Context: an optimization exercise on an open-source flow, tuned for small area and few clock cycles per item. The choices shown serve that exercise and are no tape-out recipe. Where RTL was checked, it was by simulation tests only, not by an equivalence proof against the original. Function not checked in run 1: the RTL went through the layout flow alone. Power and IR drop assume default switching activity.

==> design/flow/design.v <==
package ref_seq_reader_pkg;
  localparam int ADDR_W = 25;
  localparam int LEN_W  = 25;
endpackage
module ref_seq_reader #(
  parameter int REF_LENGTH = 128,
  parameter int DRAM_WIDTH = 128,
  parameter int NL         = 4,    
  parameter int NH         = 3     
) (
  input  logic                  clk,
  input  logic                  rst,
  input  logic [ref_seq_reader_pkg::ADDR_W-1:0] ref_addr_in,
  input  logic [ref_seq_reader_pkg::LEN_W-1:0] ref_length_in,
  input  logic                  ref_info_valid_in,
  output logic [2*REF_LENGTH-1:0] ref_seq_block_out,
  output logic                  ref_seq_block_valid_out,
  input  logic                  ref_seq_block_rdy_in,
  output logic [ref_seq_reader_pkg::ADDR_W-1:0] dram_rd_addr_out,
  output logic                  dram_rd_req_out,
  input  logic                  dram_rd_ack_in,
  input  logic [DRAM_WIDTH-1:0] dram_rd_data_in,
  input  logic                  dram_rd_data_valid_in,
  output logic                  busy_out,
  output logic                  job_overflow_out
);
  localparam int AW  = ref_seq_reader_pkg::ADDR_W;
  localparam int LW  = ref_seq_reader_pkg::LEN_W;
  localparam int DW  = DRAM_WIDTH;
  localparam int LRW = $clog2(NL + 1);
  localparam int HRW = $clog2(NH + 1);
  logic           cur_valid;
  logic [AW-1:0]  rd_addr;
  logic [LW:0]    rem;          
  logic           pend_valid;
  logic [AW-1:0]  pend_addr;
  logic [LW-1:0]  pend_len;
  logic           overflow;
  logic [LRW-1:0] lres;         
  logic [HRW-1:0] hres;         
  logic [DW-1:0]  mem_lo [NL];
  logic [DW-1:0]  mem_hi [NH];
  logic [NH-1:0]  hfull;        
  logic [NL-1:0]  lwp, lrp;
  logic [NH-1:0]  hwp, hrp;
  logic           wh;           
  logic           desc_ok, lcredit, hcredit, req, ack, last, pop, head_full, valid;
  logic [NH-1:0]  sel;
  logic [DW-1:0]  out_lo, out_hi;
  always_comb begin
    desc_ok   = ref_info_valid_in & (ref_length_in != '0);
    head_full = |(hfull & hrp);
    valid     = head_full | (dram_rd_data_valid_in & wh);
    pop       = valid & ref_seq_block_rdy_in;
    lcredit   = (lres != LRW'(NL)) | pop;
    hcredit   = (hres != HRW'(NH)) | pop;
    req       = cur_valid & (rem[0] ? hcredit : lcredit);
    ack       = req & dram_rd_ack_in;
    last      = ack & (rem == (LW+1)'(1));
  end
  always_ff @(posedge clk) begin
    if (rst) begin
      cur_valid  <= 1'b0;
      pend_valid <= 1'b0;
      overflow   <= 1'b0;
      lres       <= '0;
      hres       <= '0;
      hfull      <= '0;
      lwp        <= NL'(1);
      lrp        <= NL'(1);
      hwp        <= NH'(1);
      hrp        <= NH'(1);
      wh         <= 1'b0;
    end else begin
      lres <= lres + LRW'(ack & ~rem[0]) - LRW'(pop);
      hres <= hres + HRW'(ack & rem[0]) - HRW'(pop);
      if (ack) begin
        rd_addr <= rd_addr + AW'(1);
        rem     <= rem - (LW+1)'(1);
      end
      if (~cur_valid | last) begin
        cur_valid <= pend_valid;
        if (pend_valid) begin
          rd_addr <= pend_addr;
          rem     <= {pend_len, 1'b0};
        end
        pend_valid <= 1'b0;
      end
      if (desc_ok) begin
        if (pend_valid & cur_valid) begin
          overflow <= 1'b1;
        end else begin
          pend_valid <= 1'b1;
          pend_addr  <= ref_addr_in;
          pend_len   <= ref_length_in;
        end
      end
      if (dram_rd_data_valid_in) begin
        wh <= ~wh;
        if (wh) hwp <= {hwp[NH-2:0], hwp[NH-1]};
        else    lwp <= {lwp[NL-2:0], lwp[NL-1]};
      end
      if (pop) begin
        lrp <= {lrp[NL-2:0], lrp[NL-1]};
        hrp <= {hrp[NH-2:0], hrp[NH-1]};
      end
      hfull <= (hfull | ((dram_rd_data_valid_in & wh) ? hwp : '0)) & ~(pop ? hrp : '0);
    end
  end
  always_ff @(posedge clk) begin
    for (int i = 0; i < NL; i++)
      if (dram_rd_data_valid_in && !wh && lwp[i]) mem_lo[i] <= dram_rd_data_in;
    for (int i = 0; i < NH; i++)
      if (dram_rd_data_valid_in && wh && hwp[i]) mem_hi[i] <= dram_rd_data_in;
  end
  always_comb begin
    sel    = hrp & hfull;
    out_lo = '0;
    out_hi = '0;
    for (int i = 0; i < NL; i++) out_lo = out_lo | ({DW{lrp[i]}} & mem_lo[i]);
    for (int i = 0; i < NH; i++) out_hi = out_hi | ({DW{sel[i]}} & mem_hi[i]);
    out_hi = out_hi | ({DW{~head_full}} & dram_rd_data_in);
  end
  assign ref_seq_block_out       = {out_hi, out_lo};
  assign ref_seq_block_valid_out = valid;
  assign dram_rd_req_out         = req;
  assign dram_rd_addr_out        = rd_addr;
  assign busy_out                = cur_valid | pend_valid | (lres != '0);
  assign job_overflow_out        = overflow;
endmodule
==> design/flow/flow/run.sh <==
#!/bin/bash
# The standard ORFS layout (standard.sh), with two changes to how it is built: the port
# buffers use the smallest buffer cell, and the clock tree is built from clkbuf_8 cells in
# sink clusters of up to 15 flip-flops within 50 um, without dummy loads.
# All of make's output goes to layout.log in the work folder; ORFS's own per-step logs stay
# under orfs/logs.
set -euo pipefail
bash standard.sh \
  "BUFFER_PORTS_ARGS=-buffer_cell sky130_fd_sc_hd__buf_1" \
  "CTS_ARGS=-sink_clustering_enable -repair_clock_nets -dont_use_dummy_load -buf_list sky130_fd_sc_hd__clkbuf_8 -sink_clustering_size 15 -sink_clustering_max_diameter 50" \
  finish > layout.log 2>&1
==> design/flow/standard.sh <==
#!/bin/bash
# synth_recipe.tcl (not shown) runs the flow's synth.tcl, then flattens the netlist and writes it again
# the make line also repeats each setting of config.mk as NAME=value (left out here)
make -C /OpenROAD-flow-scripts/flow DESIGN_CONFIG=/design/flow/config.mk WORK_HOME=/design/flow/orfs CLKGATE_MAP_FILE= SYNTH_SCRIPT=/design/flow/synth_recipe.tcl "${@:-finish}"
==> design/flow/config.mk <==
export PLATFORM = sky130hd
export DESIGN_NAME = ref_seq_reader
export DESIGN_NICKNAME = ref_seq_reader
export VERILOG_FILES = /design/flow/design.v
export SDC_FILE = /design/flow/constraint.sdc
export NUM_CORES = 4
export LEC_CHECK = 0
export CAP_MARGIN = 20
export CORE_MARGIN = 2
export CORE_UTILIZATION = 45
export PLACE_DENSITY = 0.6
export SLEW_MARGIN = 20
==> design/flow/constraint.sdc <==
create_clock -name core_clock -period 5.0 [get_ports {clk}]
set_input_delay 1.0000 -clock core_clock [delete_from_list [all_inputs] [get_ports {clk}]]
set_output_delay 1.0000 -clock core_clock [all_outputs]
set_load 0.01 [all_outputs]
==> out/qor.yml, run 1 <==
dp_hpwl_um: 55900
comb_power_share_pct: 8.9
antenna_found_initial: 11
busiest_layer: "met2"
seq_area_frac_synth_pct: 79.3
startpoint: "hrp[1]$_SDFFE_PP0N_"
cts_sinks: 1023
grt_remaining_overflow: 0
multi_input_comb_area_um2: 7420
wl_um: 97600
period_minus_slack_ps: 3990
io_buffers: 468
fin_tns_setup_ps: 0
fill_cells: 7080
cp-end-kind: "primary output"
start_kind: "flop"
cts_resized: 0
synth_ff_type: "edfxtp_1"
finalMaxSlewViolations: 0
first_global_vias: 22300
drtAntennaViolNets: 0
path_clk_slew_ps: 90
cap_violations: 0
tightest_slew_ps: 1080
hold_path.class: "input pin to flop"
dp.cells: 3659
cp_cell_sequence: "a222oi_1 > buf_12 > a221o_1 > buf_1"
timing.slew.headroom_pct: 28.3
cts_made_buffers: 106
slowest_stage: "a222oi_1"
synth_area_um2: 38400
synth_nets: 2334
setup_viol: 0
crit_type: "flop to primary output"
synth_edf_count: 997
finClkSkew_ps: 118
ys_async_sr_fraction_pct: 0
synth-seq-cells: 1023
regArea_um2: 30500
max_stage_delay_ps: 940
final_layout_size_suffix_gt1_share_pct: 8.66
cts_max_level: 3
die_width_um: 296
outcome: "finished clean"
drc: 0
clockBufferDepth: 3
holdWs_ps: 470
p_sw_share_pct: 23.2
via_count: 22000
p_per_area_nw_per_um2: 363
p_total_mw: 15.7
required_ps: 4000
yosysWarnings: 3
ir_worst_vdd_mv: 0.230
grt_max_degree: 71
gp_congestion: 0.809
p_clk_share_pct: 28.3
met2_usage_pct: 35.3
core_area_um2: 84900
critPathMaxFanout: 70
syn_to_final_growth_pct: 12.4
grt_use_total_pct: 21.6
grt_pass1_wl_um: 142000
cts_tree: "built"
drt_iter0_drc: 1636
rows: 107
worstHoldStart: "ref_length_in[4]"
clkLatencyLatePin_ps: 750
hold_violations: 0
hold_buffers: 0
intPower_mw: 12.0
die_area_um2: 87800
fin_nets: 2817
max_freq_mhz: 251
power_leakage_nw: 13.7
avgSynthCellArea_um2: 18.0
setup_ws_ps: 1010
rsz0062_at_grt: "no"
wl_per_cell_um: 25.9
vias_per_cell: 5.85
pin_count: 469
met1_usage_pct: 28.8
postCtsSetupBuffers: 0
met3_usage_pct: 4.92
arrival_ps: 2990
min_period_over_period_pct: 79.7
r2r_slack_ps: 1560
start_util_pct: 45.3
synth.distinct_cells: 59
seq_power_share_pct: 62.7
detailedPlace.worstSlack_ps: 1370
power.switching_mw: 3.64
synthCells: 2140
die_h_um: 296
cts_root_buffer: "clkbuf_8"
final_cells: 3771
timing.rr.start: "hrp[1]$_SDFFE_PP0N_"
dr.pass1.iters: 5
## power groups by stage
stage          clock [mW]  combinational, mW  sequential (mW)
6_report             4.45               1.40             9.84
5_1_grt              4.91               1.52             9.86
4_1_cts              4.60               1.42             9.84
3_5_place_dp            0               1.41             10.0
3_3_place_gp            0               1.38             10.0
2_1_floorplan           0              0.751             10.0
## cell families after synthesis
group	count (synthesis)	synth area share, %
AO/OA/AOI/OAI	587	12.7
AND/OR/NAND/NOR	259	3.12
adder cells (fa/ha/maj)	10	0.345
flip-flops	1023	79.3
multiplexers	55	1.79
XOR/XNOR	52	1.19
buffers and inverters	154	1.59
## metrics by stage
stage | instance area, um2 | util, %
3_5_place_dp | 41700 | 49.1
4_1_cts | 43200 | 50.9
6_report | 43200 | 50.9
5_1_grt | 43200 | 50.9
3_3_place_gp | 41700 | 49.1
2_1_floorplan | 38400 | -
## cell usage after synthesis (4+ instances only)
cell,number,area (um2)
nor4_1,9,56.3
a221o_1,128,1280
nand2_1,161,604
mux2i_1,4,40.0
mux2_2,31,349
a22o_1,128,1120
o21ai_0,4,20.0
a2111oi_0,14,123
edfxtp_1,997,29900
buf_1,4,15.0
xnor2_1,15,131
mux2_4,20,300
nand3_1,10,50.1
and2_1,10,62.6
a211oi_1,12,90.1
clkbuf_1,123,462
a22oi_1,256,1920
buf_2,7,35.0
nor2b_1,7,43.8
a21oi_1,21,105
o2111ai_1,5,43.8
ha_1,9,113
xor2_1,37,324
dfxtp_1,26,521
nand4_1,13,81.3
inv_1,16,60.1
nor2_1,22,82.6
## critical path: cells and delay by family (launching register included)
family,cells,cell delay [ps]
buf+inv,2,710
flops,1,350
compound gates,2,1180
## layer usage
metal | routed length (um) | vias up
met1 | 40500 | 11400
li1 | - | 9715
met3 | 6870 | 163
met4 | 2800 | 12
met5 | 76 | -
met2 | 47400 | 780
## layout make-up
class                           instances  share of cell area (%)
Tap cell                             1144                    3.31
Timing Repair Buffer                  512                    5.38
Antenna cell                            6                  0.0348
Inverter                               17                   0.148
Clock buffer                          106                    3.38
Multi-Input combinational cell        963                    17.2
Sequential cell                      1023                    70.6
## registers in the layout, summed over array words and instances, names as in the netlist, 2 cells and up
register   cells
hfull          3
lres           3
lwp            4
hwp            3
rd_addr       25
pend_addr     25
hrp            3
mem_lo       512
rem           26
hres           2
lrp            4
mem_hi       384
pend_len      25
## placed cells by master (no fill, tap or decap), drive strengths merged, types with 6 or more instances in the layout
| cell | synthesis | routed |
|---|---|---|
| and2 | 11 | 11 |
| xnor2 | 15 | 15 |
| ha | 9 | 9 |
| a2111oi | 17 | 17 |
| mux2 | 51 | 51 |
| nor2b | 7 | 7 |
| xor2 | 37 | 37 |
| a22o | 128 | 128 |
| a22oi | 256 | 256 |
| inv | 16 | 16 |
| a221o | 128 | 128 |
| nand3 | 10 | 10 |
| nor2 | 22 | 22 |
| diode | 0 | 6 |
| a211oi | 12 | 12 |
| edfxtp | 997 | 997 |
| clkbuf | 123 | 106 |
| nor4 | 11 | 11 |
| nand4 | 13 | 13 |
| nand2 | 162 | 162 |
| buf | 14 | 512 |
| dfxtp | 26 | 26 |
| a21oi | 21 | 21 |
## final timing paths
| kind | endpoint | cells past startpoint |
|---|---|---|
| worst max-delay path | ref_seq_block_out[186] | 4 |
| worst min-delay path | pend_len[4]$_DFFE_PP_ | 1 |
| worst min register to register | hwp[0]$_SDFFE_PP1P_ | 2 |
| worst max register to register | rd_addr[0]$_DFFE_PN_ | 7 |
==> run 2, diff against run 1 <==
==> design/flow/design.v (replaced) <==
package ref_seq_reader_pkg;
  localparam int ADDR_W = 25;
  localparam int LEN_W  = 25;
endpackage
module ref_seq_reader #(
  parameter int REF_LENGTH = 128,
  parameter int DRAM_WIDTH = 128,
  parameter int NB         = 3     
) (
  input  logic                  clk,
  input  logic                  rst,
  input  logic [ref_seq_reader_pkg::ADDR_W-1:0] ref_addr_in,
  input  logic [ref_seq_reader_pkg::LEN_W-1:0] ref_length_in,
  input  logic                  ref_info_valid_in,
  output logic [2*REF_LENGTH-1:0] ref_seq_block_out,
  output logic                  ref_seq_block_valid_out,
  input  logic                  ref_seq_block_rdy_in,
  output logic [ref_seq_reader_pkg::ADDR_W-1:0] dram_rd_addr_out,
  output logic                  dram_rd_req_out,
  input  logic                  dram_rd_ack_in,
  input  logic [DRAM_WIDTH-1:0] dram_rd_data_in,
  input  logic                  dram_rd_data_valid_in,
  output logic                  busy_out,
  output logic                  job_overflow_out
);
  localparam int AW = ref_seq_reader_pkg::ADDR_W;
  localparam int LW = ref_seq_reader_pkg::LEN_W;
  localparam int DW = DRAM_WIDTH;
  localparam int RW = $clog2(NB + 1);
  logic          cur_valid;
  logic [AW-1:0] rd_addr;
  logic [LW:0]   rem;           
  logic          pend_valid;
  logic [AW-1:0] pend_addr;
  logic [LW-1:0] pend_len;
  logic          overflow;
  logic [RW-1:0] res;           
  logic [DW-1:0] mem_lo [NB];
  logic [DW-1:0] mem_hi [NB];
  logic [NB-1:0] full;
  logic [NB-1:0] wp, rp;
  logic          wh;            
  logic          desc_ok, credit, req, ack, last, take, pop, push, head_full, byp, valid;
  logic [NB-1:0] sel;
  logic [DW-1:0] out_lo, out_hi;
  always_comb begin
    desc_ok   = ref_info_valid_in & (ref_length_in != '0);
    head_full = |(full & rp);
    byp       = ~head_full & dram_rd_data_valid_in & wh;
    valid     = head_full | byp;
    pop       = valid & ref_seq_block_rdy_in;
    push      = dram_rd_data_valid_in & wh;
    credit    = (res != RW'(NB)) | pop;
    req       = cur_valid & (rem[0] | credit);
    ack       = req & dram_rd_ack_in;
    last      = ack & (rem == (LW+1)'(1));
    take      = ack & ~rem[0];
  end
  always_ff @(posedge clk) begin
    if (rst) begin
      cur_valid  <= 1'b0;
      pend_valid <= 1'b0;
      overflow   <= 1'b0;
      res        <= '0;
      full       <= '0;
      wp         <= NB'(1);
      rp         <= NB'(1);
      wh         <= 1'b0;
    end else begin
      res <= res + RW'(take) - RW'(pop);
      if (ack) begin
        rd_addr <= rd_addr + AW'(1);
        rem     <= rem - (LW+1)'(1);
      end
      if (~cur_valid | last) begin
        cur_valid <= pend_valid;
        if (pend_valid) begin
          rd_addr <= pend_addr;
          rem     <= {pend_len, 1'b0};
        end
        pend_valid <= 1'b0;
      end
      if (desc_ok) begin
        if (pend_valid & cur_valid) begin
          overflow <= 1'b1;
        end else begin
          pend_valid <= 1'b1;
          pend_addr  <= ref_addr_in;
          pend_len   <= ref_length_in;
        end
      end
      if (dram_rd_data_valid_in) wh <= ~wh;
      if (push) wp <= {wp[NB-2:0], wp[NB-1]};
      if (pop) rp <= {rp[NB-2:0], rp[NB-1]};
      full <= (full | (push ? wp : '0)) & ~(pop ? rp : '0);
    end
  end
  always_ff @(posedge clk) begin
    for (int i = 0; i < NB; i++) begin
      if (dram_rd_data_valid_in && !wh && wp[i]) mem_lo[i] <= dram_rd_data_in;
      if (dram_rd_data_valid_in && wh && wp[i]) mem_hi[i] <= dram_rd_data_in;
    end
  end
  always_comb begin
    sel    = rp & full;
    out_lo = '0;
    out_hi = '0;
    for (int i = 0; i < NB; i++) begin
      out_lo = out_lo | ({DW{rp[i]}} & mem_lo[i]);
      out_hi = out_hi | ({DW{sel[i]}} & mem_hi[i]);
    end
    out_hi = out_hi | ({DW{~head_full}} & dram_rd_data_in);
  end
  assign ref_seq_block_out       = {out_hi, out_lo};
  assign ref_seq_block_valid_out = valid;
  assign dram_rd_req_out         = req;
  assign dram_rd_addr_out        = rd_addr;
  assign busy_out                = cur_valid | pend_valid | (res != '0);
  assign job_overflow_out        = overflow;
endmodule
--- a/design/flow/config.mk
+++ b/design/flow/config.mk
@@ -9,4 +9,4 @@
 export CORE_MARGIN = 2
-export CORE_UTILIZATION = 45
-export PLACE_DENSITY = 0.6
+export CORE_UTILIZATION = 65
+export PLACE_DENSITY = 0.75
 export SLEW_MARGIN = 20
==> out/qor.yml, run 2 <==
cap_violations: 0
yosysWarnings: 3
final_layout_size_suffix_gt1_share_pct: 7.79
multi_input_comb_area_um2: 6090
biggestRegsByFlops: "mem_hi x384, mem_lo x384, rem x26"
synthCells: 1818
dr.pass1.iters: 8
cts_root_buffer: "clkbuf_8"
finClkSkew_ps: 65.9
clockBufferDepth: 3
clkLatencyLatePin_ps: 680
hold_buffers: 0
drt_iter0_drc: 2495
synth_nets: 2008
timing.slew.headroom_pct: 22.5
setup_ws_ps: 540
vias_per_cell: 6.64
first_global_vias: 18900
outcome: "finished clean"
arrival_ps: 3460
avgSynthCellArea_um2: 18.4
wl_per_cell_um: 27.0
critPathMaxFanout: 67
antenna_found_initial: 12
hold_violations: 0
drtAntennaViolNets: 0
r2r_slack_ps: 790
grt_max_degree: 85
start_kind: "flop"
fill_cells: 3205
cts_made_buffers: 77
gp_congestion: 0.865
grt_pass1_wl_um: 117000
required_ps: 4000
synthTopCellsByCount: "869 x edfxtp_1, 145 x inv_1, 129 x a222oi_1"
core_area_um2: 51200
path_clk_slew_ps: 90
ir_worst_vdd_mv: 0.284
fin_nets: 2465
holdPathEnd: "overflow$_SDFFE_PP0P_"
synth.distinct_cells: 45
cts_tree: "built"
final_common_cell: "edfxtp_1"
synth_area_um2: 33500
dp_hpwl_um: 48000
syn_to_final_growth_pct: 10.8
regArea_um2: 26400
cts_max_level: 3
synth_ff_type: "edfxtp_1"
via_count: 19700
synthTopCellsByArea: "edfxtp_1 78%, a222oi_1 3.9%, a221o_1 3.8%, a22o_1 3.3%, mux2_4 2.0%"
grt_use_total_pct: 29.5
hold_path.class: "flop to flop"
postCtsSetupBuffers: 0
seq_area_frac_synth_pct: 78.7
wl_um: 80000
timing.rr.start: "rp[2]$_SDFFE_PP0N_"
synth-seq-cells: 884
cts_sinks: 884
die_width_um: 231
cp-end-kind: "primary output"
synth_edf_count: 869
start_util_pct: 65.5
final_cell_mix: "869 x edfxtp_1, 468 x buf_1, 144 x inv_1"
cts_resized: 0
ys_async_sr_fraction_pct: 0
io_buffers: 468
min_period_over_period_pct: 89.2
p_per_area_nw_per_um2: 360
synth_top_area_share_pct: 77.8
rsz0062_at_grt: "no"
worstHoldPathCells: 1
drc: 0
period_minus_slack_ps: 4460
setup_viol: 0
r2r-end: "rem[16]$_DFFE_PN_"
synth_top_area_cell: "edfxtp_1"
grt_remaining_overflow: 0
pin_count: 469
r2r_cells: 7
tightest_slew_ps: 1160
detailedPlace.worstSlack_ps: 851
power_leakage_nw: 12.5
worstHoldStart: "overflow$_SDFFE_PP0P_"
die_h_um: 231
synthMostInstantiatedCell: "edfxtp_1"
die_area_um2: 53400
finalMaxSlewViolations: 0
crit_type: "flop to primary output"
rows: 83
fin_tns_setup_ps: 0
max_freq_mhz: 224
run 2: cell count changes after synthesis, moves of 13 or more:
| cell | before | now |
|---|---|---|
| a2111oi_0 | 14 | 0 |
| inv_1 | 16 | 145 |
| nand2_1 | 161 | 11 |
| a22oi_1 | 256 | 0 |
| xnor2_1 | 15 | 46 |
| a222oi_1 | 1 | 129 |
| o211ai_1 | 3 | 16 |
| mux2_2 | 31 | 2 |
| a21oi_1 | 21 | 8 |
| edfxtp_1 | 997 | 869 |
| xor2_1 | 37 | 1 |
| o2111ai_1 | 5 | 24 |
| mux2_4 | 20 | 45 |
run 2: through the flow:
stage	utilization [%]	hold WS, ps	area, um2	cells	power (mW)
6_report	72.5	490	37100	2965	13.4
5_1_grt	72.5	455	37100	2958	13.8
4_1_cts	72.5	443	37100	2953	13.4
3_5_place_dp	70.4	481	36000	2876	9.99
3_3_place_gp	70.4	462	36000	2876	9.95
2_1_floorplan	-	445	33500	1818	9.41
run 2: final cells by class:
class                      instances  area share, %
antenna                           12         0.0809
tap                              680           2.29
sequential                       884           71.1
timing repair buffer             501           5.80
clock buffer                      77           2.85
inverter                         145           1.47
multi-input combinational        666           16.4
run 2: report_power, final:
group | leakage [nW] | internal (mW) | switching, mW
logic | 3.83 | 0.449 | 0.858
registers | 8.09 | 8.41 | 0.120
clock network | 0.554 | 1.38 | 2.16
total | 12.5 | 10.2 | 3.14
run 2: cell families (layout without fill, tap and decap cells):
| family | Yosys count | after routing | synth area share [%] |
|---|---|---|---|
| compound gates | 463 | 463 | 12.8 |
| xor+xnor | 47 | 47 | 1.23 |
| fa+ha+maj | 6 | 6 | 0.224 |
| buf+inv | 268 | 723 | 3.24 |
| flops | 884 | 884 | 78.7 |
| mux | 49 | 49 | 2.14 |
| other cells | 0 | 12 | 0 |
| simple gates | 101 | 101 | 1.65 |
run 2: layer usage:
metal	GRT usage, %	share of wire [%]	vias up
li1	-	-	8454
met1	41.0	38	9907
met2	45.2	48	1150
met3	7.57	11	176
met4	12.0	3.9	12
met5	0	0.095	-
run 2: worst max-delay path by stage:
| stage | start | to | slack (ps) |
|---|---|---|---|
| final | rp[2]$_SDFFE_PP0N_ | ref_seq_block_out[136] | 540 |
| after floorplan | dram_rd_data_valid_in | mem_lo[0][0]$_DFFE_PP_ | 370 |
| after global routing | rp[2]$_SDFFE_PP0N_ | ref_seq_block_out[136] | 380 |
| after global placement | rp[2]$_SDFFE_PP0N_ | rem[25]$_DFFE_PN_ | 940 |
| after CTS | rp[2]$_SDFFE_PP0N_ | ref_seq_block_out[136] | 510 |
| after detailed placement | rp[2]$_SDFFE_PP0N_ | rem[25]$_DFFE_PN_ | 850 |
run 2: critical path, stage by stage (launching register included):
cell and delay (ps):
dfxtp_4 630, a222oi_1 960, buf_4 640, a221o_1 260
buf_1 280
Testbench counts of run 2, summed over its fixed seeds: cycles 22,109, blocks 5,250.
==> run 3, diff against run 2 <==
--- a/design/flow/config.mk
+++ b/design/flow/config.mk
@@ -9,4 +9,4 @@
 export CORE_MARGIN = 2
-export CORE_UTILIZATION = 65
-export PLACE_DENSITY = 0.75
+export CORE_UTILIZATION = 45
+export PLACE_DENSITY = 0.6
 export SLEW_MARGIN = 20
==> out/qor.yml, run 3 <==
hold_path.class: "input pin to flop"
io_buffers: 468
start_util_pct: 45.3
synthTopCellsByCount: "869 x edfxtp_1, 145 x inv_1, 129 x a222oi_1"
synth_top_area_share_pct: 77.8
required_ps: 4000
synth-seq-cells: 884
synth_fa_ha_area_share_pct: 0.224
cap_violations: 0
crit_type: "flop to primary output"
cp_cell_sequence: "a222oi_1 > buf_4 > buf_4 > a221o_1 > buf_1"
postCtsSetupBuffers: 0
cpMostUsedCell: "buf_4"
synth_nets: 2008
rsz0062_at_grt: "no"
fin_nets: 2494
start_kind: "flop"
cts_sinks: 884
avgSynthCellArea_um2: 18.4
die_area_um2: 76700
synth_edf_count: 869
critPathBufInv: 3
synth_area_um2: 33500
synthTopCellsByArea: "edfxtp_1 78%, a222oi_1 3.9%, a221o_1 3.8%, a22o_1 3.3%, mux2_4 2.0%"
finClkSkew_ps: 109
final_layout_size_suffix_gt1_share_pct: 8.95
fin_tns_setup_ps: 0
first_global_vias: 20000
critPathMaxFanout: 58
yosysWarnings: 3
rows: 100
drt_iter0_drc: 2215
biggestRegsByFlops: "mem_hi x384, mem_lo x384, rem x26"
synth-compound-area-share_pct: 12.8
max_stage_delay_ps: 890
cts_max_level: 3
ys_async_sr_fraction_pct: 0
hold_violations: 0
wl_um: 87100
dpl_cell_area_um2: 36500
crit_family: "buffers and inverters"
hold_buffers: 0
final_util_pct: 51.0
finalMaxSlewViolations: 0
ir_worst_vdd_mv: 0.255
p_per_area_nw_per_um2: 366
grt_max_degree: 78
dr.pass1.iters: 9
syn_to_final_growth_pct: 12.8
grt_use_total_pct: 22.3
cts_resized: 0
timing.slew.headroom_pct: 26.9
synth_top_family_by_area: "compound AO/OA/AOI/OAI gates"
synthCells: 1818
min_period_over_period_pct: 91.9
postLayoutCellArea_um2: 37800
clockBufferDepth: 3
power_leakage_nw: 12.7
p_total_mw: 13.8
final_cell_mix: "869 x edfxtp_1, 468 x buf_1, 144 x inv_1"
cts_tree: "built"
tightest_slew_ps: 1100
die_width_um: 277
slowest_stage: "a222oi_1"
dp_hpwl_um: 52300
arrival_ps: 3590
antenna_found_initial: 6
max_freq_mhz: 218
synth_ff_type: "edfxtp_1"
synth_top_area_cell: "edfxtp_1"
clkLatencyLatePin_ps: 760
period_minus_slack_ps: 4590
die_h_um: 277
vias_per_cell: 6.02
drc: 0
synth.distinct_cells: 45
cts_root_buffer: "clkbuf_8"
seq_area_frac_synth_pct: 78.7
path_clk_slew_ps: 80
synthMostInstantiatedCell: "edfxtp_1"
via_count: 19700
cts_made_buffers: 96
setup_ws_ps: 407
grt_remaining_overflow: 0
detailedPlace.worstSlack_ps: 851
outcome: "finished clean"
core_area_um2: 74100
synth_xor_area_share_pct: 1.23
setup_viol: 0
drtAntennaViolNets: 0
synth.area.mux_share_pct: 2.14
cp-end-kind: "primary output"
pin_count: 469
final_common_cell: "edfxtp_1"
synthSimpleGateAreaFrac_pct: 1.65
grt_pass1_wl_um: 130000
gp_congestion: 0.827
wl_per_cell_um: 26.6
==> run 3: cells by family (layout without fill, tap and decap cells) <==
family	after synthesis	count (layout)
AO/OA/AOI/OAI	463	463
XOR/XNOR	47	47
adder cells (fa/ha/maj)	6	6
buffers and inverters	268	752
flip-flops	884	884
multiplexers	49	49
other	0	7
AND/OR/NAND/NOR	101	101
==> run 3: where the power goes <==
part | total (mW) | internal, mW | switching (mW)
registers | 8.54 | 8.41 | 0.128
logic | 1.32 | 0.450 | 0.874
clock network | 3.97 | 1.70 | 2.27
total | 13.8 | 10.6 | 3.27
==> run 3: metrics by stage <==
stage	hold slack, ps	std cells
finish	476	3278
global route	436	3276
CTS	401	3271
detailed placement	463	3175
global placement	465	3175
floorplan	445	1818
==> run 3: per-layer routing <==
layer | routed length, um | vias up | GRT usage [%] | share of wire [%]
met4 | 2260 | 0 | 7.19 | 2.6
li1 | - | 8513 | - | -
met2 | 41800 | 892 | 35.9 | 48
met3 | 6950 | 131 | 4.66 | 8.0
met5 | 0 | - | 0 | 0
met1 | 36000 | 10200 | 30.4 | 41
==> run 3: path summary, 6_finish.rpt <==
path,end,start,cells past startpoint,slack (ps)
worst max register to register,rem[25]$_DFFE_PN_,rp[1]$_SDFFE_PP0N_,6,830
worst min-delay path,pend_addr[8]$_DFFE_PP_,ref_addr_in[8],1,480
worst min register to register,overflow$_SDFFE_PP0P_,overflow$_SDFFE_PP0P_,1,480
worst max-delay path,ref_seq_block_out[226],rp[1]$_SDFFE_PP0N_,5,410
==> run 3: layout make-up <==
| cell class | count | area (um2) |
|---|---|---|
| sequential | 884 | 26400 |
| inverter | 145 | 544 |
| multi-input combinational | 666 | 6090 |
| timing repair buffer | 511 | 2220 |
| antenna | 7 | 17.5 |
| fill | 6141 | 36300 |
| tap | 969 | 1210 |
| clock buffer | 96 | 1320 |
==> run 4, diff against run 3 <==
--- a/design/flow/config.mk
+++ b/design/flow/config.mk
@@ -9,4 +9,4 @@
 export CORE_MARGIN = 2
-export CORE_UTILIZATION = 45
-export PLACE_DENSITY = 0.6
+export CORE_UTILIZATION = 75
+export PLACE_DENSITY = 0.85
 export SLEW_MARGIN = 20
==> out/qor.yml, run 4 <==
outcome: "finished clean"
drtAntennaViolNets: 0
power_leakage_nw: 12.4
start_util_pct: 76.0
fin_tns_setup_ps: 0
io_buffers: 468
rows: 77
antenna_found_initial: 14
timing.rr.start: "rp[1]$_SDFFE_PP0N_"
clockBufferDepth: 3
busiest_layer: "met2"
cts_sinks: 884
synth_edf_count: 869
setup_viol: 0
ir_worst_vdd_mv: 0.315
synth_nets: 2008
ys_async_sr_fraction_pct: 0
holdPathEnd: "overflow$_SDFFE_PP0P_"
avgSynthCellArea_um2: 18.4
grt_pass1_wl_um: 119000
seq_area_frac_synth_pct: 78.7
drc: 0
crit_type: "flop to primary output"
synthTopCellsByArea: "edfxtp_1 78%, a222oi_1 3.9%, a221o_1 3.8%, a22o_1 3.3%, mux2_4 2.0%"
synthTopCellsByCount: "869 x edfxtp_1, 145 x inv_1, 129 x a222oi_1"
cts_max_level: 3
rsz0062_at_grt: "no"
synthCells: 1818
wl_per_cell_um: 28.1
p_total_mw: 13.2
critPathBufInv: 2
finClkSkew_ps: 38.7
drt_iter0_drc: 3236
finalMaxSlewViolations: 0
postCtsSetupBuffers: 0
cts_tree: "built"
crit_family: "compound AO/OA/AOI/OAI gates"
required_ps: 4000
timing.slew.headroom_pct: 23.5
r2r_cells: 6
hold_buffers: 0
dp_hpwl_um: 49300
arrival_ps: 3400
max_freq_mhz: 227
synth_ff_type: "edfxtp_1"
grt_max_degree: 82
fin_nets: 2460
pin_count: 469
synth_area_um2: 33500
synth.distinct_cells: 45
cap_violations: 0
worstHoldPathCells: 1
final_cell_mix: "869 x edfxtp_1, 468 x buf_1, 144 x inv_1"
min_period_over_period_pct: 88.1
die_h_um: 215
met2_usage_pct: 55.0
clkLatencyLatePin_ps: 680
wl_um: 80900
die_width_um: 215
synth_top_area_share_pct: 77.8
final_common_cell: "edfxtp_1"
period_minus_slack_ps: 4400
worstHoldStart: "overflow$_SDFFE_PP0P_"
slowest_stage: "a222oi_1"
first_global_vias: 19800
max_stage_delay_ps: 1040
syn_to_final_growth_pct: 10.2
core_area_um2: 44100
via_count: 20200
critPathMaxFanout: 53
biggestRegsByFlops: "mem_hi x384, mem_lo x384, rem x26"
hold_path.class: "flop to flop"
cts_root_buffer: "clkbuf_8"
vias_per_cell: 7.02
synthMostInstantiatedCell: "edfxtp_1"
synth-seq-cells: 884
tightest_slew_ps: 1140
gp_congestion: 0.904
met1_usage_pct: 45.8
path_clk_slew_ps: 90
r2r_slack_ps: 1030
cts_resized: 0
grt_remaining_overflow: 0
die_area_um2: 46400
final_layout_size_suffix_gt1_share_pct: 7.58
p_per_area_nw_per_um2: 358
start_kind: "flop"
hold_violations: 0
cts_made_buffers: 71
dr.pass1.iters: 10
r2r-end: "rd_addr[18]$_DFFE_PN_"
cp-end-kind: "primary output"
synth_top_area_cell: "edfxtp_1"
met3_usage_pct: 8.77
cp_cell_sequence: "a222oi_1 > buf_4 > a221o_1 > buf_1"
grt_use_total_pct: 34.5
yosysWarnings: 3
==> run 4: cell counts after synthesis <==
No cell type changed its count.
==> run 4: worst max path at each step <==
stage                        endpoint  slack, ps             startpoint  depth (start not counted)
6_report       ref_seq_block_out[146]        600     rp[1]$_SDFFE_PP0N_                          4
5_1_grt        ref_seq_block_out[164]        500     rp[1]$_SDFFE_PP0N_                          4
4_1_cts        ref_seq_block_out[146]        610     rp[1]$_SDFFE_PP0N_                          4
3_5_place_dp    rd_addr[11]$_DFFE_PN_       1110     rp[1]$_SDFFE_PP0N_                          6
3_3_place_gp     rd_addr[9]$_DFFE_PN_       1240     rp[1]$_SDFFE_PP0N_                          6
2_1_floorplan  mem_lo[0][0]$_DFFE_PP_        370  dram_rd_data_valid_in                          2
==> run 4: layout make-up <==
class                   instances  area, um2
clock buffers                  71        977
diodes                         13       32.5
flip-flops and latches        884      26400
fillers                      2113       7200
well taps                     592        741
repair buffers                502       2130
inverters                     145        544
multi-input cells             666       6090
==> run 4: worst register-to-register path, stage by stage (launching register included) <==
cell	delay (ps)
dfxtp_4	530
a222oi_1	1050
a21boi_4	140
o2111ai_4	300
a21o_2	750
buf_4	560
mux2_4	370
==> run 4: power breakdown <==
group | switching [mW] | internal (mW)
clock | 2.09 | 1.28
sequential | 0.135 | 8.41
combinational | 0.867 | 0.447
==> run 4: through the flow <==
step	util (%)	instance area, um2	instances	setup slack [ps]	hold WS (ps)
global placement	81.4	35900	2788	1240	459
CTS	83.6	36900	2859	613	460
floorplan	-	33500	1818	372	445
detailed placement	81.4	35900	2788	1110	450
finish	83.7	36900	2873	596	487
global route	83.7	36900	2868	500	481
==> run 4: cells by family (layout without fill, tap and decap cells) <==
family	after synthesis	in the layout	synth area share [%]
xor+xnor	47	47	1.23
other cells	0	13	0
mux	49	49	2.14
flops	884	884	78.7
simple gates	101	101	1.65
compound gates	463	463	12.8
buf+inv	268	718	3.24
fa+ha+maj	6	6	0.224
==> run 4: layer usage <==
layer / routed length [um] / part of all wire, % / up-vias
li1: - / - / 8447
met1: 28200 / 35 / 10100
met2: 39800 / 49 / 1435
met3: 9370 / 12 / 211
met4: 3540 / 4.4 / 8
met5: 41 / 0.051 / -
==> run 5, diff against run 4 <==
==> design/flow/flow/run.sh (replaced) <==
#!/bin/bash
# The standard ORFS layout (standard.sh), with two changes to how it is built: the port
# buffers use the smallest buffer cell, and the clock tree is built from clkbuf_8 cells in
# sink clusters of up to 20 flip-flops within 40 um, without dummy loads.
# All of make's output goes to layout.log in the work folder; ORFS's own per-step logs stay
# under orfs/logs.
set -euo pipefail
bash standard.sh \
  "BUFFER_PORTS_ARGS=-buffer_cell sky130_fd_sc_hd__buf_1" \
  "CTS_ARGS=-sink_clustering_enable -repair_clock_nets -dont_use_dummy_load -buf_list sky130_fd_sc_hd__clkbuf_8 -sink_clustering_size 20 -sink_clustering_max_diameter 40" \
  finish > layout.log 2>&1
==> out/qor.yml, run 5 <==
outcome: "finished clean"
ir_worst_vdd_mv: 0.429
syn_to_final_growth_pct: 10.8
dpl_cell_area_um2: 35900
worstHoldStart: "ref_addr_in[5]"
ys_async_sr_fraction_pct: 0
avgSynthCellArea_um2: 18.4
required_ps: 4000
rows: 77
crit_type: "flop to primary output"
vias_per_cell: 7.08
synth_top_family_by_area: "compound AO/OA/AOI/OAI gates"
final_cells: 2889
cts_root_buffer: "clkbuf_8"
setup_viol: 0
arrival_ps: 3400
cp_cell_sequence: "a222oi_1 > buf_4 > a221o_1 > buf_1"
slowest_stage: "a222oi_1"
path_clk_slew_ps: 90
start_util_pct: 76.0
seq_area_frac_synth_pct: 78.7
cap_violations: 0
fin_tns_setup_ps: 0
hold_buffers: 0
cts_made_buffers: 87
cp-end-kind: "primary output"
finalMaxSlewViolations: 0
hold_violations: 0
multi_input_comb_area_um2: 6090
grt_max_degree: 82
die_area_um2: 46400
synthMostInstantiatedCell: "edfxtp_1"
hold_path.class: "input pin to flop"
cts_resized: 0
yosysWarnings: 3
p_total_mw: 13.6
synth_edf_count: 869
synth_nets: 2008
wl_per_cell_um: 28.4
drt_iter0_drc: 3085
dr.pass1.iters: 10
synthCells: 1818
drtAntennaViolNets: 0
via_count: 20500
antenna_found_initial: 13
synth.area.mux_share_pct: 2.14
p_per_area_nw_per_um2: 365
period_minus_slack_ps: 4400
synth-seq-cells: 884
dp.cells: 2788
synth-compound-area-share_pct: 12.8
min_period_over_period_pct: 88.0
postCtsSetupBuffers: 0
rsz0062_at_grt: "no"
finClkSkew_ps: 49.1
synthTopCellsByArea: "edfxtp_1 78%, a222oi_1 3.9%, a221o_1 3.8%, a22o_1 3.3%, mux2_4 2.0%"
core_area_um2: 44100
startpoint: "rp[2]$_SDFFE_PP0N_"
io_buffers: 468
final_layout_size_suffix_gt1_share_pct: 8.23
grt_use_total_pct: 35.1
clockBufferDepth: 3
final_util_pct: 84.2
synth_area_um2: 33500
timing.rr.start: "rp[2]$_SDFFE_PP0N_"
die_width_um: 215
die_h_um: 215
final_common_cell: "edfxtp_1"
synth_top_area_cell: "edfxtp_1"
fin_nets: 2476
synth_fa_ha_area_share_pct: 0.224
synth_xor_area_share_pct: 1.23
max_stage_delay_ps: 1010
clkLatencyLatePin_ps: 720
first_global_vias: 19900
start_kind: "flop"
cts_max_level: 3
pin_count: 469
drc: 0
gp_congestion: 0.904
max_freq_mhz: 227
dp_hpwl_um: 49300
grt_pass1_wl_um: 121000
synth_ff_type: "edfxtp_1"
tightest_slew_ps: 1100
postLayoutCellArea_um2: 37100
timing.slew.headroom_pct: 26.1
power_leakage_nw: 12.5
cts_sinks: 884
synth.distinct_cells: 45
synth_top_area_share_pct: 77.8
synthTopCellsByCount: "869 x edfxtp_1, 145 x inv_1, 129 x a222oi_1"
regArea_um2: 26400
biggestRegsByFlops: "mem_hi x384, mem_lo x384, rem x26"
cts_tree: "built"
fill_cells: 2041
final_cell_mix: "869 x edfxtp_1, 468 x buf_1, 144 x inv_1"
critPathMaxFanout: 55
synthSimpleGateAreaFrac_pct: 1.65
grt_remaining_overflow: 0
wl_um: 82000
[run 5: cell counts after synthesis]
No cell type changed its count.
[run 5: path summary, 6_finish.rpt]
path | end | slack (ps) | depth (start not counted)
worst max-delay path | ref_seq_block_out[146] | 600 | 4
worst max register to register | rd_addr[12]$_DFFE_PN_ | 1020 | 6
worst min-delay path | pend_addr[5]$_DFFE_PP_ | 480 | 1
worst min register to register | overflow$_SDFFE_PP0P_ | 490 | 1
[run 5: kinds of logic (layout without fill, tap and decap cells)]
logic type      count (synthesis)  count (layout)
compound gates                463             463
xor+xnor                       47              47
flops                         884             884
buf+inv                       268             734
simple gates                  101             101
fa+ha+maj                       6               6
mux                            49              49
other cells                     0              13
[run 5: per-stage QoR]
stage | hold WS [ps] | setup WS [ps]
final | 476 | 602
after global routing | 427 | 485
after CTS | 422 | 600
after detailed placement | 450 | 1110
after global placement | 459 | 1240
after floorplan | 445 | 372
[run 5: power breakdown]
part           switching [mW]  internal, mW
registers               0.136          8.41
logic                   0.875         0.447
clock network            2.16          1.55
[run 5: layer usage]
metal	up-vias	GRT usage [%]	part of all wire [%]
met3	224	8.75	12
met1	10200	46.9	35
met2	1534	55.9	49
met5	-	0	0.045
met4	6	16.0	4.5
li1	8488	-	-
[run 5: worst max-delay path: cells and delay by family (launching register included)]
kind	cells	cell delay [ps]
compound gates	2	1300
buf+inv	2	840
flops	1	530
[run 5: final cells by class]
class | count | share of cell area [%]
repair buffers | 502 | 5.75
inverters | 145 | 1.47
multi-input cells | 666 | 16.4
well taps | 592 | 1.99
diodes | 13 | 0.0876
flip-flops and latches | 884 | 71.1
clock buffers | 87 | 3.22
==> run 6, diff against run 5 <==
==> design/flow/flow/run.sh (replaced) <==
#!/bin/bash
# The standard ORFS layout (standard.sh), with two changes to how it is built: the port
# buffers use the smallest buffer cell, and the clock tree is built from clkbuf_4 cells in
# sink clusters of up to 10 flip-flops within 30 um, without dummy loads.
# All of make's output goes to layout.log in the work folder; ORFS's own per-step logs stay
# under orfs/logs.
set -euo pipefail
bash standard.sh \
  "BUFFER_PORTS_ARGS=-buffer_cell sky130_fd_sc_hd__buf_1" \
  "CTS_ARGS=-sink_clustering_enable -repair_clock_nets -dont_use_dummy_load -buf_list sky130_fd_sc_hd__clkbuf_4 -sink_clustering_size 10 -sink_clustering_max_diameter 30" \
  finish > layout.log 2>&1
==> out/qor.yml, run 6 <==
path_clk_slew_ps: 70
detailedPlace.worstSlack_ps: 1110
synth_nets: 2008
max_freq_mhz: 214
core_area_um2: 44100
synthCells: 1818
synth_xor_area_share_pct: 1.23
rows: 77
outcome: "finished clean"
synth_top_area_share_pct: 77.8
die_area_um2: 46400
hold_buffers: 0
timing.slew.headroom_pct: 26.0
cts_root_buffer: "clkbuf_4"
biggestRegsByFlops: "mem_hi x384, mem_lo x384, rem x26"
power_leakage_nw: 12.6
fin_nets: 2531
via_count: 20700
clockBufferDepth: 3
finClkSkew_ps: 108
cap_violations: 0
synth_area_um2: 33500
slowest_stage: "a222oi_1"
comb_power_share_pct: 9.9
max_stage_delay_ps: 1010
cts_tree: "built"
hold_violations: 0
postCtsSetupBuffers: 0
arrival_ps: 3680
clkLatencyLatePin_ps: 1020
cts_sinks: 884
final_util_pct: 83.9
finalMaxSlewViolations: 0
rsz0062_at_grt: "no"
drt_iter0_drc: 3110
synth_top_family_by_area: "compound AO/OA/AOI/OAI gates"
seq_power_share_pct: 64.0
period_minus_slack_ps: 4680
gp_congestion: 0.904
dr.pass1.iters: 10
holdWs_ps: 186
fin_tns_setup_ps: 0
ys_async_sr_fraction_pct: 0
synth.distinct_cells: 45
p_clk_share_pct: 26.2
synth_ff_type: "edfxtp_1"
final_common_cell: "edfxtp_1"
drtAntennaViolNets: 0
critPathBufInv: 2
dpl_cell_area_um2: 35900
min_period_over_period_pct: 93.5
r2r_slack_ps: 1090
setup_viol: 0
dp_hpwl_um: 49300
seq_area_frac_synth_pct: 78.7
synth-seq-cells: 884
cp-end-kind: "primary output"
tightest_slew_ps: 1100
crit_type: "flop to primary output"
grt_pass1_wl_um: 122000
vias_per_cell: 7.01
critPathMaxFanout: 53
first_global_vias: 20400
synth_top_area_cell: "edfxtp_1"
synth-compound-area-share_pct: 12.8
synth_fa_ha_area_share_pct: 0.224
grt_remaining_overflow: 0
cts_max_level: 4
cts_resized: 0
die_h_um: 215
antenna_found_initial: 14
final_layout_size_suffix_gt1_share_pct: 10.4
yosysWarnings: 3
required_ps: 4000
grt_max_degree: 82
grt_use_total_pct: 35.4
avgSynthCellArea_um2: 18.4
die_width_um: 215
synthTopCellsByCount: "869 x edfxtp_1, 145 x inv_1, 129 x a222oi_1"
p_sw_share_pct: 23.9
hold_path.class: "input pin to flop"
wl_um: 81900
final_cells: 2948
io_buffers: 468
power.switching_mw: 3.20
intPower_mw: 10.2
synthTopCellsByArea: "edfxtp_1 78%, a222oi_1 3.9%, a221o_1 3.8%, a22o_1 3.3%, mux2_4 2.0%"
setup_ws_ps: 324
syn_to_final_growth_pct: 10.5
p_total_mw: 13.4
final_cell_mix: "869 x edfxtp_1, 468 x buf_1, 144 x inv_1"
cp_cell_sequence: "a222oi_1 > buf_4 > a221o_1 > buf_1"
synthSimpleGateAreaFrac_pct: 1.65
synth_edf_count: 869
crit_family: "compound AO/OA/AOI/OAI gates"
synth.area.mux_share_pct: 2.14
pin_count: 469
start_util_pct: 76.0
dp.cells: 2788
synthMostInstantiatedCell: "edfxtp_1"
wl_per_cell_um: 27.8
cts_made_buffers: 142
start_kind: "flop"
ir_worst_vdd_mv: 0.345
postLayoutCellArea_um2: 37000
p_per_area_nw_per_um2: 361
drc: 0
## run 6: cell types whose count changed in the layout (fill, tap and decap cells not counted), sizes merged
cell / change
buf: -1
clkbuf: +56
diode: +4
## run 6: cell families (layout without fill, tap and decap cells)
kind of cell / count (synthesis) / count (layout)
DFF: 884 / 884
AOI/OAI and AO/OA: 463 / 463
buffers and inverters: 268 / 789
and+or+nand+nor: 101 / 101
muxes: 49 / 49
xor gates and xnor gates: 47 / 47
adders and majority gates: 6 / 6
other: 0 / 17
## run 6: final timing paths
path,to,startpoint,depth (start not counted)
worst max-delay path,ref_seq_block_out[146],rp[1]$_SDFFE_PP0N_,4
worst min-delay path,pend_addr[19]$_DFFE_PP_,ref_addr_in[19],1
worst max register to register,rd_addr[14]$_DFFE_PN_,rp[1]$_SDFFE_PP0N_,6
worst min register to register,overflow$_SDFFE_PP0P_,overflow$_SDFFE_PP0P_,1
## run 6: area by class of cell
class	count	area, um2
antenna	17	42.5
clock buffer	142	1070
fill	2123	7100
inverter	145	544
multi-input combinational	666	6090
sequential	884	26400
tap	592	741
timing repair buffer	502	2130
## run 6: power groups by stage
stage,Combinational [mW],Sequential [mW],Clock [mW]
3_5_place_dp,1.29,8.71,0
2_1_floorplan,0.736,8.68,0
3_3_place_gp,1.25,8.69,0
5_1_grt,1.40,8.56,3.81
6_report,1.32,8.55,3.49
4_1_cts,1.30,8.54,3.54
## run 6: per-layer routing
metal	up-vias	share of wire, %	routed length, um	GRT usage [%]
li1	8652	-	-	-
met1	10200	35	28500	46.0
met2	1563	49	40100	55.5
met3	230	12	9610	10.7
met4	4	4.5	3680	17.2
met5	-	0.028	23	0
==> run 7, diff against run 6 <==
==> design/flow/flow/run.sh (replaced) <==
#!/bin/bash
# The standard ORFS layout (standard.sh), with two changes to how it is built: the port
# buffers use the smallest buffer cell, and the clock tree is built from clkbuf_16 cells in
# sink clusters of up to 30 flip-flops within 40 um, without dummy loads.
# All of make's output goes to layout.log in the work folder; ORFS's own per-step logs stay
# under orfs/logs.
set -euo pipefail
bash standard.sh \
  "BUFFER_PORTS_ARGS=-buffer_cell sky130_fd_sc_hd__buf_1" \
  "CTS_ARGS=-sink_clustering_enable -repair_clock_nets -dont_use_dummy_load -buf_list sky130_fd_sc_hd__clkbuf_16 -sink_clustering_size 30 -sink_clustering_max_diameter 40" \
  finish > layout.log 2>&1
==> out/qor.yml, run 7 <==
rows: 77
dp.cells: 2788
path_clk_slew_ps: 60
arrival_ps: 3390
synth_area_um2: 33500
synthTopCellsByArea: "edfxtp_1 78%, a222oi_1 3.9%, a221o_1 3.8%, a22o_1 3.3%, mux2_4 2.0%"
grt_use_total_pct: 37.3
syn_to_final_growth_pct: 13.8
cts_max_level: 3
finalMaxSlewViolations: 0
postCtsSetupBuffers: 0
antenna_found_initial: 14
crit_type: "flop to primary output"
cts_tree: "built"
final_layout_size_suffix_gt1_share_pct: 8.23
synth.distinct_cells: 45
synth_top_area_share_pct: 77.8
synth_ff_type: "edfxtp_1"
final_common_cell: "edfxtp_1"
pin_count: 469
fin_nets: 2475
biggestRegsByFlops: "mem_hi x384, mem_lo x384, rem x26"
hold_buffers: 0
p_per_area_nw_per_um2: 403
setup_viol: 0
hold_path.class: "flop to flop"
synth_top_area_cell: "edfxtp_1"
cts_root_buffer: "clkbuf_16"
synthMostInstantiatedCell: "edfxtp_1"
vias_per_cell: 7.25
rsz0062_at_grt: "no"
final_cells: 2889
start_util_pct: 76.0
max_freq_mhz: 228
start_kind: "flop"
synth-seq-cells: 884
grt_max_degree: 82
yosysWarnings: 3
die_width_um: 215
first_global_vias: 20600
io_buffers: 468
die_area_um2: 46400
grt_remaining_overflow: 0
required_ps: 4000
drc: 0
fill_cells: 1861
fin_tns_setup_ps: 0
synth_edf_count: 869
timing.slew.headroom_pct: 27.6
clkLatencyLatePin_ps: 630
final_cell_mix: "869 x edfxtp_1, 468 x buf_1, 144 x inv_1"
drtAntennaViolNets: 0
critPathMaxFanout: 55
power_leakage_nw: 13.0
gp_congestion: 0.904
outcome: "finished clean"
synthCells: 1818
period_minus_slack_ps: 4390
seq_area_frac_synth_pct: 78.7
finClkSkew_ps: 34.0
hold_violations: 0
dr.pass1.iters: 8
wl_per_cell_um: 30.3
cts_resized: 0
cp-end-kind: "primary output"
dp_hpwl_um: 49300
via_count: 20900
cap_violations: 0
core_area_um2: 44100
clockBufferDepth: 3
min_period_over_period_pct: 87.8
cts_made_buffers: 87
wl_um: 87500
tightest_slew_ps: 1080
grt_pass1_wl_um: 128000
drt_iter0_drc: 3421
dpl_cell_area_um2: 35900
postLayoutCellArea_um2: 38100
synthTopCellsByCount: "869 x edfxtp_1, 145 x inv_1, 129 x a222oi_1"
cts_sinks: 884
detailedPlace.worstSlack_ps: 1110
setup_ws_ps: 612
ir_worst_vdd_mv: 0.358
ys_async_sr_fraction_pct: 0
die_h_um: 215
synth_nets: 2008
avgSynthCellArea_um2: 18.4
-- run 7: critical path, cell delays in order, from the launching register on --
cell and delay, ps:
dfxtp_4 550, a222oi_1 1000, buf_4 700, a221o_1 280, buf_1 220
-- run 7: path summary, 6_finish.rpt --
| path | slack [ps] | start | depth (start not counted) | to |
|---|---|---|---|---|
| setup / recovery | 610 | rp[2]$_SDFFE_PP0N_ | 4 | ref_seq_block_out[135] |
| hold / removal | 480 | overflow$_SDFFE_PP0P_ | 1 | overflow$_SDFFE_PP0P_ |
| setup reg to reg | 1010 | rp[2]$_SDFFE_PP0N_ | 6 | rd_addr[21]$_DFFE_PN_ |
| hold reg to reg | 480 | overflow$_SDFFE_PP0P_ | 1 | overflow$_SDFFE_PP0P_ |
-- run 7: final cells by class --
class / count / area (um2) / share of cell area, %
diodes: 14 / 35.0 / 0.0919
clock buffers: 87 / 2180 / 5.71
inverters: 145 / 544 / 1.43
multi-input cells: 666 / 6100 / 16.0
flip-flops and latches: 884 / 26400 / 69.3
well taps: 592 / 741 / 1.94
repair buffers: 501 / 2130 / 5.59
-- run 7: per-layer routing --
layer	GRT usage, %	routed length (um)
met1	48.8	28800
met2	60.5	43200
met3	9.44	11200
met4	16.5	4270
met5	0	34
-- run 7: power by group --
part           leakage (nW)  internal, mW  total, mW  switching (mW)
Sequential             8.09          8.43       8.57           0.145
Combinational          3.82         0.448       1.35           0.902
Clock                  1.07          3.04       5.46            2.42
-- run 7: metrics by stage --
stage	util, %	total power, mW	hold WS, ps
4_1_cts	86.3	15.4	474
5_1_grt	86.4	15.7	485
3_3_place_gp	81.4	9.94	459
3_5_place_dp	81.4	10.0	450
2_1_floorplan	-	9.41	445
6_report	86.4	15.4	477
-- run 7: logic make-up (layout without fill, tap and decap cells) --
kind of cell	Yosys count	count (layout)	share of synthesized area, %
compound gates	463	463	12.8
simple gates	101	101	1.65
flops	884	884	78.7
fa+ha+maj	6	6	0.224
xor+xnor	47	47	1.23
mux	49	49	2.14
other cells	0	14	0
buf+inv	268	733	3.24
==> run 8, diff against run 7 <==
==> design/flow/flow/run.sh (replaced) <==
#!/bin/bash
# The standard ORFS layout (standard.sh), with two changes to how it is built: the port
# buffers use the smallest buffer cell, and the clock tree is built from clkbuf_8 cells in
# sink clusters of up to 20 flip-flops within 30 um, without dummy loads.
# All of make's output goes to layout.log in the work folder; ORFS's own per-step logs stay
# under orfs/logs.
set -euo pipefail
bash standard.sh \
  "BUFFER_PORTS_ARGS=-buffer_cell sky130_fd_sc_hd__buf_1" \
  "CTS_ARGS=-sink_clustering_enable -repair_clock_nets -dont_use_dummy_load -buf_list sky130_fd_sc_hd__clkbuf_8 -sink_clustering_size 20 -sink_clustering_max_diameter 30" \
  finish > layout.log 2>&1
==> out/qor.yml, run 8 <==
cts_sinks: 884
timing.slew.headroom_pct: 26.8
p_total_mw: 14.8
final_common_cell: "edfxtp_1"
critPathBufInv: 2
cts_root_buffer: "clkbuf_8"
p_per_area_nw_per_um2: 390
dr.pass1.iters: 7
seq_power_share_pct: 58.0
synth.distinct_cells: 45
rsz0062_at_grt: "no"
outcome: "finished clean"
comb_power_share_pct: 9.0
detailedPlace.worstSlack_ps: 1110
synth-seq-cells: 884
fin_tns_setup_ps: 0
max_stage_delay_ps: 1010
cp-end-kind: "primary output"
tightest_slew_ps: 1100
cts_resized: 0
wl_um: 85000
setup_ws_ps: 497
dp.cells: 2788
synthCells: 1818
cp_cell_sequence: "a222oi_1 > buf_4 > a221o_1 > buf_1"
drc: 0
p_clk_share_pct: 33.0
syn_to_final_growth_pct: 13.0
period_minus_slack_ps: 4500
first_global_vias: 20700
dpl_cell_area_um2: 35900
via_count: 20800
setup_viol: 0
final_layout_size_suffix_gt1_share_pct: 10.4
finClkSkew_ps: 90.1
synth_top_area_cell: "edfxtp_1"
clkLatencyLatePin_ps: 790
worstHoldPathCells: 1
synthTopCellsByCount: "869 x edfxtp_1, 145 x inv_1, 129 x a222oi_1"
cts_made_buffers: 141
biggestRegsByFlops: "mem_hi x384, mem_lo x384, rem x26"
rows: 77
p_sw_share_pct: 23.2
grt_pass1_wl_um: 125000
pin_count: 469
final_util_pct: 85.9
start_util_pct: 76.0
io_buffers: 468
grt_use_total_pct: 36.5
hold_path.class: "input pin to flop"
fin_nets: 2531
holdWs_ps: 413
start_kind: "flop"
die_h_um: 215
required_ps: 4000
arrival_ps: 3500
power_leakage_nw: 12.9
dp_hpwl_um: 49300
cp.depth: 4
cts_tree: "built"
crit_family: "compound AO/OA/AOI/OAI gates"
final_cell_mix: "869 x edfxtp_1, 468 x buf_1, 144 x inv_1"
hold_buffers: 0
clockBufferDepth: 3
grt_remaining_overflow: 0
ir_worst_vdd_mv: 0.293
core_area_um2: 44100
synthMostInstantiatedCell: "edfxtp_1"
die_width_um: 215
synth_nets: 2008
ys_async_sr_fraction_pct: 0
synth_edf_count: 869
grt_max_degree: 82
postCtsSetupBuffers: 0
slowest_stage: "a222oi_1"
antenna_found_initial: 8
yosysWarnings: 3
avgSynthCellArea_um2: 18.4
intPower_mw: 11.4
min_period_over_period_pct: 90.1
drtAntennaViolNets: 0
cap_violations: 0
path_clk_slew_ps: 50
cts_max_level: 4
postLayoutCellArea_um2: 37900
wl_per_cell_um: 28.9
synth_area_um2: 33500
vias_per_cell: 7.07
synthTopCellsByArea: "edfxtp_1 78%, a222oi_1 3.9%, a221o_1 3.8%, a22o_1 3.3%, mux2_4 2.0%"
finalMaxSlewViolations: 0
crit_type: "flop to primary output"
synth_ff_type: "edfxtp_1"
r2r_cells: 6
hold_violations: 0
seq_area_frac_synth_pct: 78.7
die_area_um2: 46400
critPathMaxFanout: 53
gp_congestion: 0.904
synth_top_area_share_pct: 77.8
max_freq_mhz: 222
final_cells: 2940
power.switching_mw: 3.43
drt_iter0_drc: 3302
run 8: kinds of logic (layout without fill, tap and decap cells):
| family | Yosys count | after routing | share of synthesized area, % |
|---|---|---|---|
| compound gates | 463 | 463 | 12.8 |
| xor+xnor | 47 | 47 | 1.23 |
| fa+ha+maj | 6 | 6 | 0.224 |
| buf+inv | 268 | 789 | 3.24 |
| flops | 884 | 884 | 78.7 |
| mux | 49 | 49 | 2.14 |
| other cells | 0 | 9 | 0 |
| simple gates | 101 | 101 | 1.65 |
run 8: power by group through the flow:
stage / Sequential [mW] / Combinational (mW) / Clock (mW)
after floorplan: 8.68 / 0.736 / 0
after global placement: 8.69 / 1.25 / 0
after detailed placement: 8.71 / 1.29 / 0
after CTS: 8.57 / 1.31 / 4.91
after global routing: 8.58 / 1.40 / 5.19
final: 8.57 / 1.33 / 4.88
run 8: per-layer routing:
layer  vias to the layer above  routed length (um)  GRT usage (%)  part of all wire (%)
li1                       8591                   -              -                     -
met1                     10300               29000           47.6                    34
met3                       269               10200           9.54                    12
met4                         4                4150           18.9                   4.9
met5                         -                  26              0                 0.031
met2                      1664               41600           57.8                    49
run 8: final cells by class:
| cell class | instances | area, um2 |
|---|---|---|
| Antenna cell | 9 | 22.5 |
| Clock buffer | 141 | 1940 |
| Fill cell | 1941 | 6240 |
| Inverter | 145 | 544 |
| Multi-Input combinational cell | 666 | 6090 |
| Sequential cell | 884 | 26400 |
| Tap cell | 592 | 741 |
| Timing Repair Buffer | 503 | 2140 |
run 8: path summary, 6_finish.rpt:
check | endpoint | slack [ps] | startpoint
max | ref_seq_block_out[165] | 500 | rp[1]$_SDFFE_PP0N_
min | pend_addr[19]$_DFFE_PP_ | 410 | ref_addr_in[19]
max reg2reg | rd_addr[14]$_DFFE_PN_ | 1070 | rp[1]$_SDFFE_PP0N_
min reg2reg | overflow$_SDFFE_PP0P_ | 480 | overflow$_SDFFE_PP0P_
==> run 9, diff against run 8 <==
==> design/flow/run.sh (new file) <==
#!/bin/bash
# synth_recipe.tcl (not shown) runs the flow's synth.tcl, then flattens the netlist and writes it again
# the make line also repeats each setting of config.mk as NAME=value (left out here)
make -C /OpenROAD-flow-scripts/flow DESIGN_CONFIG=/design/flow/config.mk WORK_HOME=/design/flow/orfs CLKGATE_MAP_FILE= SYNTH_SCRIPT=/design/flow/synth_recipe.tcl finish
--- a/design/flow/config.mk
+++ b/design/flow/config.mk
@@ -9,4 +9,4 @@
 export CORE_MARGIN = 2
-export CORE_UTILIZATION = 75
-export PLACE_DENSITY = 0.85
+export CORE_UTILIZATION = 45
+export PLACE_DENSITY = 0.6
 export SLEW_MARGIN = 20
removed: design/flow/flow/run.sh
removed: design/flow/standard.sh
==> out/qor.yml, run 9 <==
drt_iter0_drc: 1815
synth_area_um2: 33500
antenna_found_initial: 8
dpl_cell_area_um2: 39500
cts_sinks: 884
cp_cell_sequence: "a222oi_1 > buf_4 > buf_12 > a221o_1 > clkdlybuf4s50_1"
rsz0062_at_grt: "no"
worstSetupEndpoint: "ref_seq_block_out[210]"
r2r_slack_ps: 1550
fin_nets: 2489
timing.rr.start: "rp[2]$_SDFFE_PP0N_"
timing.slew.headroom_pct: 31.3
period_minus_slack_ps: 4240
rows: 100
met3_usage_pct: 6.56
start_util_pct: 45.3
vias_per_cell: 5.90
syn_to_final_growth_pct: 26.5
min_period_over_period_pct: 84.7
met2_usage_pct: 37.6
avgSynthCellArea_um2: 18.4
startpoint: "rp[2]$_SDFFE_PP0N_"
busiest_layer: "met2"
via_count: 19700
final_cell_mix: "869 x edfxtp_1, 468 x clkdlybuf4s50_1, 144 x inv_1"
ir_worst_vdd_mv: 0.315
crit_type: "flop to primary output"
clkLatencyLatePin_ps: 660
postLayoutCellArea_um2: 42400
grt_max_degree: 132
gp_congestion: 0.796
die_area_um2: 76700
synth.distinct_cells: 45
biggestRegsByFlops: "mem_hi x384, mem_lo x384, rem x26"
postCtsSetupBuffers: 0
clockBufferDepth: 3
critPathMaxFanout: 39
r2r-end: "rem[5]$_DFFE_PN_"
first_global_vias: 19900
met1_usage_pct: 30.9
grt_remaining_overflow: 0
drc: 0
grt_pass1_wl_um: 133000
dp.cells: 3175
pin_count: 469
synth_top_area_cell: "edfxtp_1"
synthCells: 1818
dr.pass1.iters: 6
final_layout_size_suffix_gt1_share_pct: 9.70
synth_ff_type: "edfxtp_1"
final_cells: 3342
r2r_cells: 8
dp_hpwl_um: 52300
synth_top_area_share_pct: 77.8
slowest_stage: "a222oi_1"
p_total_mw: 16.9
hold_violations: 0
die_width_um: 277
grt_use_total_pct: 23.1
cts_resized: 0
hold_buffers: 0
cts_max_level: 3
crit_family: "buffers and inverters"
hold_path.class: "flop to flop"
synthMostInstantiatedCell: "edfxtp_1"
critPathBufInv: 3
io_buffers: 468
p_per_area_nw_per_um2: 397
drtAntennaViolNets: 0
cp-end-kind: "primary output"
die_h_um: 277
setup_viol: 0
wl_um: 90100
final_common_cell: "edfxtp_1"
fin_tns_setup_ps: 0
finalMaxSlewViolations: 0
finClkSkew_ps: 30.6
synth_edf_count: 869
synth_nets: 2008
synthTopCellsByArea: "edfxtp_1 78%, a222oi_1 3.9%, a221o_1 3.8%, a22o_1 3.3%, mux2_4 2.0%"
cts_root_buffer: "clkbuf_16"
cap_violations: 0
path_clk_slew_ps: 60
synthTopCellsByCount: "869 x edfxtp_1, 145 x inv_1, 129 x a222oi_1"
core_area_um2: 74100
max_stage_delay_ps: 610
power_leakage_nw: 14.7
synth-seq-cells: 884
required_ps: 4000
outcome: "finished clean"
start_kind: "flop"
yosysWarnings: 3
max_freq_mhz: 236
seq_area_frac_synth_pct: 78.7
cts_made_buffers: 91
cts_tree: "built"
arrival_ps: 3240
ys_async_sr_fraction_pct: 0
cp.depth: 5
tightest_slew_ps: 1030
wl_per_cell_um: 27.0
final_util_pct: 57.2
## run 9: changes by cell type in the layout (fill, tap and decap cells not counted), moves of 11 or more
cell             change
clkinv_1            +21
clkbuf_1            +23
clkbuf_8           -141
clkdlybuf4s50_1    +468
buf_1              -468
buf_12              +11
clkinv_2            +12
clkbuf_16           +91
## run 9: worst min path at each step
stage,from,to,slack [ps],cells after the start
2_1_floorplan,wp[0]$_SDFFE_PP1P_,wp[0]$_SDFFE_PP1P_,450,2
3_3_place_gp,overflow$_SDFFE_PP0P_,overflow$_SDFFE_PP0P_,450,1
3_5_place_dp,overflow$_SDFFE_PP0P_,overflow$_SDFFE_PP0P_,450,1
4_1_cts,overflow$_SDFFE_PP0P_,overflow$_SDFFE_PP0P_,460,1
5_1_grt,overflow$_SDFFE_PP0P_,overflow$_SDFFE_PP0P_,470,1
6_report,overflow$_SDFFE_PP0P_,overflow$_SDFFE_PP0P_,460,1
## run 9: per-stage QoR
| stage | hold slack (ps) | setup WS [ps] |
|---|---|---|
| after floorplan | 445 | 372 |
| after global placement | 451 | 1030 |
| after detailed placement | 449 | 996 |
| after CTS | 462 | 698 |
| after global routing | 469 | 581 |
| final | 458 | 765 |
## run 9: area by class of cell
class,count,area [um2]
timing repair buffer,511,5270
clock inverter,50,504
sequential,884,26400
clock buffer,114,2360
fill,5674,31700
multi-input combinational,666,6090
antenna,3,7.51
tap,969,1210
inverter,145,544
## run 9: logic make-up after synthesis
logic type,synth area share (%)
flops,78.7
compound gates,12.8
buf+inv,3.24
simple gates,1.65
mux,2.14
xor+xnor,1.23
fa+ha+maj,0.224
## run 9: worst reg2reg max path, delay by kind of cell (launching register included)
family	cells	cell delay, ps
AOI/OAI and AO/OA	4	1310
buffers and inverters	3	1070
DFF	1	460
muxes	1	360
## run 9: report_power, final
group / leakage (nW) / total (mW) / internal, mW / switching [mW]
logic: 5.18 / 1.78 / 0.868 / 0.914
registers: 8.09 / 8.53 / 8.42 / 0.108
clock network: 1.38 / 6.54 / 3.69 / 2.85
## run 9: layer usage
layer	share of wire (%)	up-vias
met2	49	732
met4	1.9	12
met5	0.089	-
met3	8.3	127
li1	-	8589
met1	41	10300

-- separate check: timing with driven ports --
In the flow no input, the clock included, has a driving cell. The finished layouts below were timed again as built, in two steps.
Step 1, drivers: a clkbuf_16 drives clk and a buf_2 each remaining input, both assumed.
Step 2 also shifts input and output timing later by t, the mid clock arrival at the registers, as if the neighbouring blocks saw the same clock.
Three values: ideal ports, drivers, drivers and shift; two values: the first two.
| run | t, ns | setup slack, ns | worst hold slack (ns) | worst setup path after step 2 |
|---|---|---|---|---|
| run 1 | 0.750 | 1.013 / 0.949 / 1.320 | 0.470 / 0.433 / 0.488 | input to register |
| run 2 | 0.710 | 0.540 / 0.483 / 0.788 | 0.490 / 0.484 / 0.490 | register to register |
| run 3 | 0.752 | 0.407 / 0.341 / 0.831 | 0.476 / 0.445 / 0.477 | register to register |
| run 4 | 0.710 | 0.596 / 0.541 / 1.028 | 0.487 / 0.487 / 0.487 | register to register |
| run 5 | 0.733 | 0.602 / 0.547 / 1.017 | 0.476 / 0.469 / 0.489 | register to register |
| run 6 | 1.022 | 0.324 / 0.267 / 1.082 | 0.186 / 0.155 / 0.481 | input to register |
| run 7 | 0.666 | 0.612 / 0.553 / 1.008 | 0.477 / 0.477 / 0.477 | register to register |
| run 8 | 0.800 | 0.497 / 0.441 / 1.049 | 0.413 / 0.383 / 0.480 | input to register |
| run 9 | 0.713 | 0.765 / 0.693 / 0.888 | 0.458 / 0.458 / 0.458 | input to register |
After both steps setup and hold are still met in every run listed.
